This is an optimization exercise on Yosys and OpenROAD, whose aim is small area, a short achievable clock period and few clock cycles per item, not a production implementation.

fjord:
==> flow/design.v (excerpt) <==
module mod_vector_seq #(
  parameter int N  = 8,
  parameter int W  = 16,
  parameter int WW = 32,
  parameter int K  = 4
) (
  input  logic            clk,
  input  logic            rst,
  input  logic            in_valid,
  output logic            in_ready,
  input  logic [N*WW-1:0] in_vec,
  input  logic [W-1:0]    q_in,
  input  logic            signed_mode,
  output logic            out_valid,
  input  logic            out_ready,
  output logic [N*W-1:0]  out_vec,
  output logic            err
);
  localparam int G  = WW / K;            
  localparam int GL = (WW - W) / K;      
  localparam int GW = $clog2(G);
  logic [GW-1:0]  ld_cnt;                
  logic           act;                   
  logic           bb_v;                  
  logic           bb_last;               
  logic [K-1:0]   bb    [N];             
  logic [W-1:0]   q_r;                   
  logic           qz_r;                  
  logic           sm_r;                  
  logic           prim;                  
  logic [W-1:0]   r     [N];             
  logic [W-1:0]   r0    [N];             
  logic [W-1:0]   rs    [N];             
  logic idle, stall, start, qlong, qzero;
  logic [GW-1:0] g0, ld_sel;
  assign stall  = out_valid & ~out_ready;
  assign idle   = ~act & ~bb_v;
  assign start  = idle & prim & ~stall;    
  assign qlong  = q_r[W-1];
  assign qzero  = (q_in == '0);
  assign g0     = qlong ? GW'(GL) : '0;
  assign ld_sel = idle ? g0 : ld_cnt;
  assign in_ready = act & (ld_cnt == GW'(G - 1));
  function automatic logic [W-1:0] step(input logic [W-1:0] rr,
                                        input logic         b,
                                        input logic [W-1:0] q);
    logic [W:0]   t;
    logic [W+1:0] s;
    t = {rr, b};
    s = {1'b0, t} + {2'b01, ~q} + 1'b1;
    step = s[W+1] ? s[W-1:0] : t[W-1:0];
  endfunction
  always_comb begin
  ...
Size: roughly 6900 cells after synthesis, roughly 190 flip-flops, about 410 I/O pins, about 42000 um^2 of cells after synthesis.
==> flow/config.mk <==
export PLATFORM = sky130hd
export DESIGN_NAME = mod_vector_seq
export DESIGN_NICKNAME = mod_vector_seq
export VERILOG_FILES = /design/flow/design.v
export SDC_FILE = /design/flow/constraint.sdc
export NUM_CORES = 4
export LEC_CHECK = 0
export ABC_AREA = 1
export CAP_MARGIN = 30
export CORE_MARGIN = 2
export CORE_UTILIZATION = 40
export SLEW_MARGIN = 30
==> flow/constraint.sdc <==
create_clock -name core_clock -period 22.0 [get_ports {clk}]
set_input_delay 4.4000 -clock core_clock [delete_from_list [all_inputs] [get_ports {clk}]]
set_output_delay 4.4000 -clock core_clock [all_outputs]
set_load 0.01 [all_outputs]
standard.sh (not shown) runs the stock make flow with config.mk's settings and CLKGATE_MAP_FILE= SYNTH_SCRIPT=/design/flow/synth_recipe.tcl, a recipe that flattens the netlist after the stock synthesis.
==> flow/flow/run.sh <==
#!/bin/bash
# Standard synthesis and layout, with these changes to how the layout is made:
# - port buffers use the plain buf_1 cell (every input and output port is
#   still buffered);
set -euo pipefail
export BUFFER_PORTS_ARGS="-buffer_cell sky130_fd_sc_hd__buf_1"
bash standard.sh SETUP_SLACK_MARGIN=14 MATCH_CELL_FOOTPRINT=0 \
  "BUFFER_PORTS_ARGS=-buffer_cell sky130_fd_sc_hd__buf_1" finish > standard_flow.log 2>&1
fjord closes out successfully: all stages finished, all timing, DRC and antenna checks passed.
The following lists how yarrow was set up differently from fjord:
==> flow/flow/run.sh <==
#!/bin/bash
# Standard synthesis and layout, with these changes to how the layout is made:
# - port buffers use the plain buf_1 cell (every input and output port is
#   still buffered);
set -euo pipefail
export BUFFER_PORTS_ARGS="-buffer_cell sky130_fd_sc_hd__buf_1"
bash standard.sh SETUP_SLACK_MARGIN=13 MATCH_CELL_FOOTPRINT=0 \
  "BUFFER_PORTS_ARGS=-buffer_cell sky130_fd_sc_hd__buf_1" finish > standard_flow.log 2>&1
yarrow: full flow OK, the timing, DRC and antenna checks passed. Higher final area goes to fjord over yarrow. yarrow — diode insertion count for antenna repair 2 lower, fjord as reference. From fjord to yarrow the numbers moved as follows: final-layout fill cell count shows an increase of 744, slack of the critical path dropped 780 ps. Against fjord, sequential cell area in the final layout in yarrow fell slightly.
No functional check of the RTL was part of any run of this note.

separate check: timing with driven ports:
How much do the figures lean on ideal ports? The routed layouts below were timed once more, with nothing changed but the port constraints. Step 1 (the two cells are an assumption about what drives the block):
set clk [get_ports {clk}]
set_driving_cell -lib_cell sky130_fd_sc_hd__clkbuf_16 $clk
set_driving_cell -lib_cell sky130_fd_sc_hd__buf_2 [delete_from_list [all_inputs] $clk]
Step 2 also shifts input and output timing later by t, the mid clock arrival at the registers, as if the neighbouring blocks saw the same clock. a / b / c = ideal / step 1 / step 2; a / b = the first two.
run | shift t [ns] | setup WS [ns] | pins driven straight from the clock port
fjord | 0.609 | 14.132 / 14.132 / 13.883 | 1
yarrow | 0.600 | 13.352 / 13.352 / 13.352 | 1
After both steps setup and hold are still met in every run listed. For fjord, which loses most, drivers alone change the setup slack by 0.000 ns; drivers and shift together by -0.249 ns.
